This is an optimization exercise on Yosys and OpenROAD, whose aim is small area, not a production implementation.
The RTL was checked by simulation tests, not by an equivalence proof against the original design.
Power is estimated from default activity; no workload was simulated. The flow treats the clock pin as an ideal source, which a real chip does not have.

Setup of Q:
## reg_file
module reg_file
#(
  parameter int DATA_W   = regfile_pkg::DATA_W,
  parameter int ADDR_W   = regfile_pkg::ADDR_W,
  parameter int NUM_REGS = regfile_pkg::NUM_REGS
) (
  input  logic              clk,
  input  logic              rst,
  input  logic [ADDR_W-1:0] rd_addr1,
  input  logic [ADDR_W-1:0] rd_addr2,
  output logic [DATA_W-1:0] rd_data1,
  output logic [DATA_W-1:0] rd_data2,
  input  logic              wr_en,
  input  logic [ADDR_W-1:0] wr_addr,
  input  logic [DATA_W-1:0] wr_data
);
Settings: LEC_CHECK=0, CAP_MARGIN=20, CORE_MARGIN=2, CORE_UTILIZATION=30, SLEW_MARGIN=20, SYNTH_HIERARCHICAL=1, SYNTH_MINIMUM_KEEP_SIZE=0; clock period 7.5 ns.
run.sh (not shown) runs the stock make flow with config.mk's settings and CLKGATE_MAP_FILE= SYNTH_SCRIPT=/design/flow/synth_recipe.tcl, a recipe that flattens the netlist after the stock synthesis.
#### Input delta (R over Q)
- CTS_CLUSTER_SIZE: unset -> 20
- PLACE_DENSITY: unset -> 0.72
- CORE_UTILIZATION: 30 -> 60
- CTS_CLUSTER_DIAMETER: unset -> 100
==> flow/flow/run.sh (new file) <==
#!/bin/bash
# The standard layout, with two changes:
# - the port buffers are made from the smallest buffer (sky130_fd_sc_hd__buf_1)
#   instead of the flow's default pick;
# - clock tree synthesis clusters up to 25 flops per leaf buffer and inserts
#   no dummy loads.
set -euo pipefail
export BUFFER_PORTS_ARGS="-buffer_cell sky130_fd_sc_hd__buf_1"
export CTS_ARGS="-sink_clustering_enable -repair_clock_nets -sink_clustering_size 25 -sink_clustering_max_diameter 100 -dont_use_dummy_load"
bash standard.sh > flow_standard.log 2>&1
==> flow/standard.sh (new file) <==
#!/bin/bash
# synth_recipe.tcl (not shown) runs the flow's synth.tcl, then flattens the netlist and writes it again
# the make line also repeats each setting of config.mk as NAME=value (left out here)
make -C /OpenROAD-flow-scripts/flow DESIGN_CONFIG=/design/flow/config.mk WORK_HOME=/design/flow/orfs CLKGATE_MAP_FILE= SYNTH_SCRIPT=/design/flow/synth_recipe.tcl "${@:-finish}"
removed: flow/run.sh
==> comparison <==
- R went all the way through the flow, and no timing, DRC or antenna check failed.
- Comparing R and Q, the higher detailed-placement wirelength estimate is on Q.
- | global-route track usage on met3 | higher: R |
- A slowest library cell on the worst path of and4b_1 is what R shows, while and3_2 belongs to Q.
- Going from Q to R, the total number of placement rows was found to have gone down by 29%.
- Taking Q as the reference point, the routed wire length of R falls by about 4%.
- In the tables for R and Q, height of the die reads higher with Q.
- Detailed-route via count of R exceeds that of Q by a few percent.


reg_file again, from the RTL that the note above started with.
Settings: LEC_CHECK=0, CAP_MARGIN=20, CORE_MARGIN=2, CORE_UTILIZATION=60, CTS_CLUSTER_DIAMETER=100, CTS_CLUSTER_SIZE=20, PLACE_DENSITY=0.72, SLEW_MARGIN=20, SYNTH_HIERARCHICAL=1, SYNTH_MINIMUM_KEEP_SIZE=0; clock period 7.5 ns.
standard.sh (not shown) runs the stock make flow with config.mk's settings and CLKGATE_MAP_FILE= SYNTH_SCRIPT=/design/flow/synth_recipe.tcl, a recipe that flattens the netlist after the stock synthesis.
==> flow/flow/run.sh <==
#!/bin/bash
# The standard layout, with the port buffers made from the smallest buffer
# (sky130_fd_sc_hd__buf_1) instead of the flow's default pick.
set -euo pipefail
export BUFFER_PORTS_ARGS="-buffer_cell sky130_fd_sc_hd__buf_1"
bash standard.sh > flow_standard.log 2>&1
The baseline produced a clean layout.
Next try:
==> flow/run.sh (new file) <==
#!/bin/bash
# synth_recipe.tcl (not shown) runs the flow's synth.tcl, then flattens the netlist and writes it again
# the make line also repeats each setting of config.mk as NAME=value (left out here)
make -C /OpenROAD-flow-scripts/flow DESIGN_CONFIG=/design/flow/config.mk WORK_HOME=/design/flow/orfs CLKGATE_MAP_FILE= SYNTH_SCRIPT=/design/flow/synth_recipe.tcl finish
removed: flow/flow/run.sh
removed: flow/standard.sh
After rerunning: The changed run produced a clean layout; critical path depth stays the same; cell area grows by 2.0%; wire length grows by 0.73%; die area is unchanged.
Next try:
==> flow/flow/run.sh (new file) <==
#!/bin/bash
# The standard layout, with two changes:
# - the port buffers are made from the smallest buffer (sky130_fd_sc_hd__buf_1)
#   instead of the flow's default pick;
# - clock tree synthesis clusters up to 30 flops per leaf buffer and inserts
#   no dummy loads.
set -euo pipefail
export BUFFER_PORTS_ARGS="-buffer_cell sky130_fd_sc_hd__buf_1"
export CTS_ARGS="-sink_clustering_enable -repair_clock_nets -sink_clustering_size 30 -sink_clustering_max_diameter 100 -dont_use_dummy_load"
bash standard.sh > flow_standard.log 2>&1
==> flow/standard.sh (new file) <==
#!/bin/bash
# synth_recipe.tcl (not shown) runs the flow's synth.tcl, then flattens the netlist and writes it again
# the make line also repeats each setting of config.mk as NAME=value (left out here)
make -C /OpenROAD-flow-scripts/flow DESIGN_CONFIG=/design/flow/config.mk WORK_HOME=/design/flow/orfs CLKGATE_MAP_FILE= SYNTH_SCRIPT=/design/flow/synth_recipe.tcl "${@:-finish}"
removed: flow/run.sh
- total power falls by a few percent
- register-to-register slack improves by 0.06 ns
- clock skew stays the same
- setup slack improves by 0.61 ns
- via count goes down slightly
- flip-flop and latch count does not change
- clock power came out lower by about a fifth

[what the ideal ports hide]
In the flow no input, the clock included, has a driving cell. The finished layouts below were timed again as built, in two steps. Step 1 sets driving cells, clkbuf_16 on the clock port and buf_2 on the other inputs (assumed; they add their load-dependent delay and slew). Step 2 adds t to the input delays and takes it off the output delays; t is the mean of the earliest and latest rising clock arrival at the registers after step 1. Input paths then give back, and output paths get back, about the clock's delay inside the block. a / b / c = no drivers / after step 1 / after step 2; a / b = the first two.
| run | t, ns | setup slack, ns | worst hold slack (ns) | slew at the worst register clock pin (ns) | worst slew at a driven data input, ns |
|---|---|---|---|---|---|
| Q | 0.746 | 0.718 / 0.691 / 0.691 | 0.488 / 0.488 / 0.488 | 0.07 / 0.07 | 0.08 |
| R | 0.706 | 1.274 / 1.153 / 1.153 | 0.493 / 0.493 / 0.493 | 0.11 / 0.11 | 0.15 |
| the first run of note 2 | 0.726 | 1.226 / 1.102 / 1.102 | 0.489 / 0.489 / 0.489 | 0.09 / 0.09 | 0.13 |
| the second run of note 2 | 0.738 | 0.741 / 0.602 / 0.602 | 0.503 / 0.503 / 0.503 | 0.09 / 0.09 | 0.15 |
| the third run of note 2 | 0.686 | 1.351 / 1.230 / 1.230 | 0.498 / 0.498 / 0.498 | 0.12 / 0.12 | 0.13 |
After both steps every run listed still meets setup and hold. The setup slack of the second run of note 2, which loses most, moves by -0.139 ns with the drivers and by -0.139 ns with both steps.
